This is an optimization exercise on Yosys and OpenROAD, whose aim is small area and a short achievable clock period, not a production implementation. The RTL was checked by simulation tests, not by an equivalence proof against the original design. No activity file was given, so power comes from the tool's default toggle rates.

==> flow/design.v (excerpt) <==
module automaton_top (
  input  logic                     clk,
  input  logic                     rst,
  input  logic                     cyc,
  input  logic                     stb,
  input  logic                     we,
  input  automaton_pkg::wb_adr_t   adr,
  input  automaton_pkg::wb_data_t  dat_w,
  output automaton_pkg::wb_data_t  dat_r,
  output logic                     ack,
  output logic                     report
);
==> module ste_cell, before the edit <==
module ste_cell (
  input  logic [8*32-1:0] words,      
  input  logic [31:0]                bsel,
  output logic [8-1:0]    word_n
);
  localparam int G = 10;   
  for (genvar p = 0; p < 8; p++) begin : g_slot
    logic [G:0] grp_n;
    for (genvar g = 0; g < G; g++) begin : g_grp
      ste_aoi3 aoi_i (
        .sel  (bsel[3*g +: 3]),
        .data (words[32*p + 3*g +: 3]),
        .y_n  (grp_n[g])
      );
    end
    ste_aoi2 aoi_last_i (
      .sel  (bsel[31:30]),
      .data (words[32*p + 30 +: 2]),
      .y_n  (grp_n[G])
    );
    assign word_n[p] = &grp_n;
  end
endmodule
==> module automaton_top, before the edit <==
module automaton_top (
  input  logic                     clk,
  input  logic                     rst,
  input  logic                     cyc,
  input  logic                     stb,
  input  logic                     we,
  input  automaton_pkg::wb_adr_t   adr,
  input  automaton_pkg::wb_data_t  dat_w,
  output automaton_pkg::wb_data_t  dat_r,
  output logic                     ack,
  output logic                     report
);
  localparam int N = 8;
  localparam int W = 8;
  localparam logic [W-1:0] POL = 8'b0011_0011;
  logic [2:0]   rot;         
  logic [31:0]  ring  [N][W];
  automaton_pkg::ste_vec_t succ_q [N];
  automaton_pkg::ste_vec_t start_q;
  automaton_pkg::ste_vec_t rep_q;
  automaton_pkg::ste_vec_t class_q;  
  automaton_pkg::ste_vec_t active;
  logic [15:0]  rdata_q;     
  automaton_pkg::report_count_t count_q;
  automaton_pkg::report_count_t count;
  assign count = count_q + 16'(report);
  always_ff @(posedge clk) begin
    rot <= rot + 3'd1;
    case (adr)
      10'h201: rdata_q <= 16'(active);
      10'h202:  rdata_q <= count;
      default:     rdata_q <= '0;
    endcase
  end
  assign dat_r = 32'(rdata_q);
  logic ack_q;
  always_ff @(posedge clk) begin
    if (rst) begin
      ack_q <= 1'b0;
      ack   <= 1'b0;
    end else begin
      ack_q <= !ack_q && cyc && stb;
      ack   <= !ack && cyc && stb;
    end
  end
  logic       held;
  logic       ste_wr;
  logic       cls_wr;
  logic [2:0] port_word [W/2];   
  logic       rst_q;             
  logic       rst_qq;            
  logic       clr;               
  assign held   = cyc && stb && we;
  assign ste_wr = adr[9:7] == 3'd0;
  assign cls_wr = held && ste_wr && !adr[3];
  assign clr    = rst_q || rst_qq;
  always_ff @(posedge clk) begin
    for (int q = 0; q < W / 2; q++) port_word[q] <= 3'(2 * q) - rot - 3'd2;
    rst_q  <= rst;
    rst_qq <= rst_q;
  end
  for (genvar i = 0; i < N; i++) begin : g_ste
    logic ste_sel;
    logic wr_ack;
    assign ste_sel = ste_wr && adr[6:4] == 3'(i);
    assign wr_ack  = ack_q && we && ste_sel;
    for (genvar p = 0; p < W; p++) begin : g_slot
      if (p % 2 == 0) begin : g_port
        logic wr;
        logic [31:0] next_n;
        assign wr = cls_wr && adr[6:4] == 3'(i) && adr[2:0] == port_word[p / 2];
        if (POL[p]) begin : g_inv
          activation_router port_i (
            .load   (wr),
            .load_n (!(wr || clr)),
            .data   (dat_w),
            .prev   (ring[i][(p + W - 1) % W]),
            .next_n (next_n)
          );
        end else begin : g_true
          activation_router_or port_i (
            .load   (wr || clr),
            .load_n (!wr),
            .data   (~dat_w),
            .prev   (ring[i][(p + W - 1) % W]),
            .next_n (next_n)
          );
        end
        always_ff @(posedge clk) begin
          ring[i][p] <= next_n;
        end
      end else begin : g_pass
        always_ff @(posedge clk) begin
          ring[i][p] <= ring[i][p - 1];
        end
      end
    end
    always_ff @(posedge clk) begin
      if (rst) begin
        succ_q[i]  <= '0;
        start_q[i] <= 1'b0;
        rep_q[i]   <= 1'b0;
      end else if (wr_ack) begin
        if (adr[3:0] == 4'd8) begin
          succ_q[i] <= dat_w[8-1:0];
        end
        if (adr[3:0] == 4'd9) begin
          start_q[i] <= dat_w[0];
          rep_q[i]   <= dat_w[1];
        end
      end
    end
  end
  logic [31:0]  bsel;
  logic [W-1:0] ssel;
  logic [W-1:0] word_n   [N];   
  logic [W-1:0] word_q   [N];
  logic [W-1:0] ssel_q;
  wb_config_port dec_i (
    .symbol (dat_w[7:0]),
    .rot    (rot),
    .bsel   (bsel),
    .ssel   (ssel)
  );
  for (genvar i = 0; i < N; i++) begin : g_look
    logic [W*32-1:0] words;
    for (genvar p = 0; p < W; p++) begin : g_w
      assign words[32*p +: 32] = ring[i][p];
    end
    ste_cell look_i (
      .words    (words),
      .bsel     (bsel),
      .word_n   (word_n[i])
    );
  end
  always_ff @(posedge clk) begin
    for (int p = 0; p < W; p++) ssel_q[p] <= ssel[p] && !rst_q && !(rst_qq && p % 2 == 1);
    for (int i = 0; i < N; i++) word_q[i] <= word_n[i];
  end
  always_comb begin
    for (int i = 0; i < N; i++) begin
      class_q[i] = |((word_q[i] ^ ~POL) & ssel_q);
    end
  end
  automaton_pkg::ste_vec_t match;
  automaton_pkg::ste_vec_t next_active;
  logic step;
  logic clear;
  logic any_hit;
  always_comb begin
    next_active = '0;
    for (int i = 0; i < N; i++) begin
      match[i] = (active[i] || start_q[i]) && class_q[i];
      if (match[i]) next_active = next_active | succ_q[i];
    end
  end
  assign any_hit = |(match & rep_q);
  assign step    = ack_q && we && adr == 10'h200;
  assign clear   = ack_q && we && adr == 10'h203;
  always_ff @(posedge clk) begin
    if (rst || clear) begin
      active  <= '0;
      report  <= 1'b0;
      count_q <= '0;
    end else begin
      if (step) active <= next_active;
      report  <= step && any_hit;
      count_q <= count;
    end
  end
endmodule
export LEC_CHECK = 0
export CAP_MARGIN = 20
export CORE_MARGIN = 2
export CORE_UTILIZATION = 45
export CTS_CLUSTER_DIAMETER = 80
export CTS_CLUSTER_SIZE = 24
export SETUP_SLACK_MARGIN = 2.6
export SLEW_MARGIN = 20
export SYNTH_HIERARCHICAL = 1
create_clock -name core_clock -period 5.0 [get_ports {clk}]
standard.sh (not shown) runs the stock make flow with config.mk's settings and CLKGATE_MAP_FILE= SYNTH_SCRIPT=/design/flow/synth_recipe.tcl, a recipe that flattens the netlist after the stock synthesis.
==> flow/flow/run.sh <==
#!/bin/bash
# The standard layout, with the port buffers made of buf_4 cells instead of
# the slow delay buffers that buffer_ports picks by default.
set -euo pipefail
bash standard.sh synth > synth.log 2>&1
bash standard.sh "BUFFER_PORTS_ARGS=-buffer_cell sky130_fd_sc_hd__buf_4" finish > layout.log 2>&1
The starting point completed with no timing, DRC or antenna violations.
==> next run, changes <==
--- a/flow/design.v
+++ b/flow/design.v
@@ -43,8 +43,10 @@
   assign y_n = ~|(sel & data);
 endmodule
-module ste_cell (
+module ste_cell #(
+  parameter logic [8-1:0] POL = '0    
+) (
   input  logic [8*32-1:0] words,      
   input  logic [31:0]                bsel,
-  output logic [8-1:0]    word_n
+  output logic [8-1:0]    word_bit
 );
   localparam int G = 10;   
@@ -63,5 +65,5 @@
       .y_n  (grp_n[G])
     );
-    assign word_n[p] = &grp_n;
+    assign word_bit[p] = POL[p] ^ ~&grp_n;
   end
 endmodule
@@ -203,5 +205,5 @@
   logic [31:0]  bsel;
   logic [W-1:0] ssel;
-  logic [W-1:0] word_n   [N];   
+  logic [W-1:0] word_bit [N];
   logic [W-1:0] word_q   [N];
   logic [W-1:0] ssel_q;
@@ -217,17 +219,19 @@
       assign words[32*p +: 32] = ring[i][p];
     end
-    ste_cell look_i (
+    ste_cell #(
+      .POL (POL)
+    ) look_i (
       .words    (words),
       .bsel     (bsel),
-      .word_n   (word_n[i])
+      .word_bit (word_bit[i])
     );
   end
   always_ff @(posedge clk) begin
     for (int p = 0; p < W; p++) ssel_q[p] <= ssel[p] && !rst_q && !(rst_qq && p % 2 == 1);
-    for (int i = 0; i < N; i++) word_q[i] <= word_n[i];
+    for (int i = 0; i < N; i++) word_q[i] <= word_bit[i];
   end
   always_comb begin
     for (int i = 0; i < N; i++) begin
-      class_q[i] = |((word_q[i] ^ ~POL) & ssel_q);
+      class_q[i] = |(word_q[i] & ssel_q);
     end
   end
The new run completed with no timing, DRC or antenna violations.
Clock-buffer cell count rose by 8.
Setup slack improves by 0.11 ns.
Cell area came out lower by 3.3%.
Wire length fell by 4.6%.
Total power grows by 0.91%.
First-iteration DRC count goes down by 2.3%.
Die area shrinks by 0.42%.
Register-to-register slack is about the same.
Sequential cell count is unchanged.
Synthesized area decreases by 0.42%.
Maximum frequency went up by 4.6%.
Synthesized cell count barely changes.

* * *

lane 1:
automaton_top, a different RTL version from the one above (not shown whole).
Size: ~5,100 cells after synthesis, roughly 81 I/O pins.
==> module automaton_top, before the edit <==
module automaton_top (
  input  logic                     clk,
  input  logic                     rst,
  input  logic                     cyc,
  input  logic                     stb,
  input  logic                     we,
  input  automaton_pkg::wb_adr_t   adr,
  input  automaton_pkg::wb_data_t  dat_w,
  output automaton_pkg::wb_data_t  dat_r,
  output logic                     ack,
  output logic                     report
);
  localparam int N = 8;
  localparam int W = 8;
  localparam logic [W-1:0] POL = 8'b0011_0011;
  logic [2:0]   rot;         
  logic [31:0]  ring  [N][W];
  automaton_pkg::ste_vec_t succ_q [N];
  automaton_pkg::ste_vec_t start_q;
  automaton_pkg::ste_vec_t rep_q;
  automaton_pkg::ste_vec_t class_q;  
  automaton_pkg::ste_vec_t active;
  logic [15:0]  rdata_q;     
  automaton_pkg::report_count_t count_q;
  automaton_pkg::report_count_t count;
  assign count = count_q + 16'(report);
  always_ff @(posedge clk) begin
    rot <= rst ? 3'd0 : rot + 3'd1;
    case (adr)
      10'h201: rdata_q <= 16'(active);
      10'h202:  rdata_q <= count;
      default:     rdata_q <= '0;
    endcase
  end
  assign dat_r = 32'(rdata_q);
  logic ack_q;
  always_ff @(posedge clk) begin
    if (rst) begin
      ack_q <= 1'b0;
      ack   <= 1'b0;
    end else begin
      ack_q <= !ack_q && cyc && stb;
      ack   <= !ack && cyc && stb;
    end
  end
  logic       held;
  logic       ste_wr;
  logic       cls_wr;
  logic [2:0] port_word [W/2];   
  logic       rst_q;             
  logic       rst_qq;            
  logic       clr;               
  assign held   = cyc && stb && we;
  assign ste_wr = adr[9:7] == 3'd0;
  assign cls_wr = held && ste_wr && !adr[3];
  assign clr    = rst_q || rst_qq;
  always_ff @(posedge clk) begin
    for (int q = 0; q < W / 2; q++) port_word[q] <= 3'(2 * q) - (rst ? 3'd1 : rot + 3'd2);
    rst_q  <= rst;
    rst_qq <= rst_q;
  end
  for (genvar i = 0; i < N; i++) begin : g_ste
    logic ste_sel;
    logic wr_ack;
    assign ste_sel = ste_wr && adr[6:4] == 3'(i);
    assign wr_ack  = ack_q && we && ste_sel;
    for (genvar p = 0; p < W; p++) begin : g_slot
      if (p % 2 == 0) begin : g_port
        logic wr;
        logic [31:0] next_n;
        assign wr = cls_wr && adr[6:4] == 3'(i) && adr[2:0] == port_word[p / 2];
        if (POL[p]) begin : g_inv
          activation_router port_i (
            .load   (wr),
            .load_n (!(wr || clr)),
            .data   (dat_w),
            .prev   (ring[i][(p + W - 1) % W]),
            .next_n (next_n)
          );
        end else begin : g_true
          activation_router_or port_i (
            .load   (wr || clr),
            .load_n (!wr),
            .data   (~dat_w),
            .prev   (ring[i][(p + W - 1) % W]),
            .next_n (next_n)
          );
        end
        always_ff @(posedge clk) begin
          ring[i][p] <= next_n;
        end
      end else begin : g_pass
        always_ff @(posedge clk) begin
          ring[i][p] <= ring[i][p - 1];
        end
      end
    end
    always_ff @(posedge clk) begin
      if (rst) begin
        succ_q[i]  <= '0;
        start_q[i] <= 1'b0;
        rep_q[i]   <= 1'b0;
      end else if (wr_ack) begin
        if (adr[3:0] == 4'd8) begin
          succ_q[i] <= dat_w[8-1:0];
        end
        if (adr[3:0] == 4'd9) begin
          start_q[i] <= dat_w[0];
          rep_q[i]   <= dat_w[1];
        end
      end
    end
  end
  logic [31:0]  bsel;
  logic [W-1:0] ssel;
  logic [W-1:0] word_bit [N];
  logic [W-1:0] word_q   [N];
  logic [W-1:0] ssel_q;
  wb_config_port dec_i (
    .symbol (dat_w[7:0]),
    .rot    (rot),
    .bsel   (bsel),
    .ssel   (ssel)
  );
  for (genvar i = 0; i < N; i++) begin : g_look
    logic [W*32-1:0] words;
    for (genvar p = 0; p < W; p++) begin : g_w
      assign words[32*p +: 32] = ring[i][p];
    end
    ste_cell #(
      .POL (POL)
    ) look_i (
      .words    (words),
      .bsel     (bsel),
      .word_bit (word_bit[i])
    );
  end
  always_ff @(posedge clk) begin
    for (int p = 0; p < W; p++) ssel_q[p] <= ssel[p] && !rst_q && !(rst_qq && p % 2 == 1);
    for (int i = 0; i < N; i++) word_q[i] <= word_bit[i];
  end
  always_comb begin
    for (int i = 0; i < N; i++) begin
      class_q[i] = |(word_q[i] & ssel_q);
    end
  end
  automaton_pkg::ste_vec_t match;
  automaton_pkg::ste_vec_t next_active;
  logic step;
  logic clear;
  logic any_hit;
  always_comb begin
    next_active = '0;
    for (int i = 0; i < N; i++) begin
      match[i] = (active[i] || start_q[i]) && class_q[i];
      if (match[i]) next_active = next_active | succ_q[i];
    end
  end
  assign any_hit = |(match & rep_q);
  assign step    = ack_q && we && adr == 10'h200;
  assign clear   = ack_q && we && adr == 10'h203;
  always_ff @(posedge clk) begin
    if (rst || clear) begin
      active  <= '0;
      report  <= 1'b0;
      count_q <= '0;
    end else begin
      if (step) active <= next_active;
      report  <= step && any_hit;
      count_q <= count;
    end
  end
endmodule
export LEC_CHECK = 0
export CAP_MARGIN = 20
export CORE_MARGIN = 2
export CORE_UTILIZATION = 45
export CTS_CLUSTER_DIAMETER = 80
export CTS_CLUSTER_SIZE = 24
export SETUP_SLACK_MARGIN = 2.6
export SLEW_MARGIN = 20
export SYNTH_HIERARCHICAL = 1
create_clock -name core_clock -period 5.0 [get_ports {clk}]
Scripts as last shown in full above: flow/flow/run.sh
In summary, lane 1 completed successfully, with a layout that passed the timing, design-rule and antenna checks.
Relative to lane 1, the following input files were edited for lane 2:
==> flow/design.v, changed modules only <==
module automaton_top (
  input  logic                     clk,
  input  logic                     rst,
  input  logic                     cyc,
  input  logic                     stb,
  input  logic                     we,
  input  automaton_pkg::wb_adr_t   adr,
  input  automaton_pkg::wb_data_t  dat_w,
  output automaton_pkg::wb_data_t  dat_r,
  output logic                     ack,
  output logic                     report
);
  localparam int N = 8;
  localparam int W = 8;
  localparam logic [W-1:0] POL = 8'b0011_0011;
  logic [2:0]   rot;         
  logic [31:0]  ring  [N][W];
  automaton_pkg::ste_vec_t succ_q [N];
  automaton_pkg::ste_vec_t start_q;
  automaton_pkg::ste_vec_t rep_q;
  automaton_pkg::ste_vec_t class_q;  
  automaton_pkg::ste_vec_t active;
  logic [15:0]  rdata_q;     
  automaton_pkg::report_count_t count_q;
  automaton_pkg::report_count_t count;
  assign count = count_q + 16'(report);
  always_ff @(posedge clk) begin
    rot <= rot + 3'd1;
    case (adr)
      10'h201: rdata_q <= 16'(active);
      10'h202:  rdata_q <= count;
      default:     rdata_q <= '0;
    endcase
  end
  assign dat_r = 32'(rdata_q);
  logic ack_q;
  always_ff @(posedge clk) begin
    if (rst) begin
      ack_q <= 1'b0;
      ack   <= 1'b0;
    end else begin
      ack_q <= !ack_q && cyc && stb;
      ack   <= !ack && cyc && stb;
    end
  end
  logic       held;
  logic       ste_wr;
  logic       cls_wr;
  logic [2:0] port_word [W/2];   
  logic       rst_q;             
  assign held   = cyc && stb && we;
  assign ste_wr = adr[9:7] == 3'd0;
  assign cls_wr = held && ste_wr && !adr[3];
  always_ff @(posedge clk) begin
    for (int q = 0; q < W / 2; q++) port_word[q] <= 3'(2 * q) - rot - 3'd2;
    rst_q <= rst;
  end
  for (genvar i = 0; i < N; i++) begin : g_ste
    logic ste_sel;
    logic wr_ack;
    assign ste_sel = ste_wr && adr[6:4] == 3'(i);
    assign wr_ack  = ack_q && we && ste_sel;
    for (genvar p = 0; p < W; p++) begin : g_slot
      if (p % 2 == 0) begin : g_port
        logic wr;
        logic [31:0] next_n;
        assign wr = cls_wr && adr[6:4] == 3'(i) && adr[2:0] == port_word[p / 2];
        if (POL[p]) begin : g_inv
          activation_router port_i (
            .load   (wr && !rst),
            .load_n (!(wr || rst || rst_q)),
            .data   (dat_w),
            .prev   (ring[i][(p + W - 1) % W]),
            .next_n (next_n)
          );
        end else begin : g_true
          activation_router_or port_i (
            .load   (wr || rst || rst_q),
            .load_n (!wr || rst),
            .data   (~dat_w),
            .prev   (ring[i][(p + W - 1) % W]),
            .next_n (next_n)
          );
        end
        always_ff @(posedge clk) begin
          ring[i][p] <= next_n;
        end
      end else begin : g_pass
        always_ff @(posedge clk) begin
          ring[i][p] <= ring[i][p - 1];
        end
      end
    end
    always_ff @(posedge clk) begin
      if (rst) begin
        succ_q[i]  <= '0;
        start_q[i] <= 1'b0;
        rep_q[i]   <= 1'b0;
      end else if (wr_ack) begin
        if (adr[3:0] == 4'd8) begin
          succ_q[i] <= dat_w[8-1:0];
        end
        if (adr[3:0] == 4'd9) begin
          start_q[i] <= dat_w[0];
          rep_q[i]   <= dat_w[1];
        end
      end
    end
  end
  logic [31:0]  bsel;
  logic [W-1:0] ssel;
  logic [W-1:0] word_bit [N];
  logic [W-1:0] word_q   [N];
  logic [W-1:0] ssel_q;
  wb_config_port dec_i (
    .symbol (dat_w[7:0]),
    .rot    (rot),
    .bsel   (bsel),
    .ssel   (ssel)
  );
  for (genvar i = 0; i < N; i++) begin : g_look
    logic [W*32-1:0] words;
    for (genvar p = 0; p < W; p++) begin : g_w
      assign words[32*p +: 32] = ring[i][p];
    end
    ste_cell #(
      .POL (POL)
    ) look_i (
      .words    (words),
      .bsel     (bsel),
      .word_bit (word_bit[i])
    );
  end
  always_ff @(posedge clk) begin
    for (int p = 0; p < W; p++) ssel_q[p] <= ssel[p] && !(rst_q && p % 2 == 1);
    for (int i = 0; i < N; i++) word_q[i] <= word_bit[i];
  end
  always_comb begin
    for (int i = 0; i < N; i++) begin
      class_q[i] = |(word_q[i] & ssel_q);
    end
  end
  automaton_pkg::ste_vec_t match;
  automaton_pkg::ste_vec_t next_active;
  logic step;
  logic clear;
  logic any_hit;
  always_comb begin
    next_active = '0;
    for (int i = 0; i < N; i++) begin
      match[i] = (active[i] || start_q[i]) && class_q[i];
      if (match[i]) next_active = next_active | succ_q[i];
    end
  end
  assign any_hit = |(match & rep_q);
  assign step    = ack_q && we && adr == 10'h200;
  assign clear   = ack_q && we && adr == 10'h203;
  always_ff @(posedge clk) begin
    if (rst || clear) begin
      active  <= '0;
      report  <= 1'b0;
      count_q <= '0;
    end else begin
      if (step) active <= next_active;
      report  <= step && any_hit;
      count_q <= count;
    end
  end
endmodule
| clock distribution area overhead in the final layout | lane 2 vs lane 1 | ≈ equal |. Per the comparison of lane 2 with lane 1, area of the die closely matched the old numbers; total power density per cell area neither gained nor lost much. Lane 2 went all the way through the flow, and no timing, DRC or antenna check failed. Taking lane 1 as the reference, in lane 2 reg-to-reg setup timing slack has decreased; final wirelength picked up an extra 3.9%; overall power consumption closely matched the old numbers.

[port drivers added, routing unchanged]
How much do the figures lean on ideal ports? The routed layouts below were timed once more, with nothing changed but the port constraints. Step 1 assumes that a clkbuf_16 drives the clock port and a buf_2 every other input. Step 2 moves the port delays by t, midway between the first and last clock arrival at a register: inputs arrive t later, outputs are due t later. That takes back most of the time a late clock gives input paths. Three values: no drivers, after step 1, after step 2; two values: the first two.
run | t, ns | slack for setup (ns) | hold slack, ns | worst slew at a driven data input, ns | cell pins on the clock port's net
the first run of note 1 | 0.851 | 2.392 / 2.368 / 1.518 | 0.337 / 0.337 / 0.337 | 0.32 | 1
the second run of note 1 | 0.851 | 2.506 / 2.389 / 1.538 | 0.332 / 0.332 / 0.332 | 0.24 | 1
lane 1 | 0.845 | 2.468 / 2.305 / 1.460 | 0.333 / 0.333 / 0.333 | 0.39 | 1
lane 2 | 0.853 | 2.412 / 2.231 / 1.377 | 0.330 / 0.330 / 0.330 | 0.38 | 1
After both steps every run listed still meets setup and hold. For lane 2, which loses most, drivers alone change the setup slack by -0.181 ns; drivers and shift together by -1.035 ns.
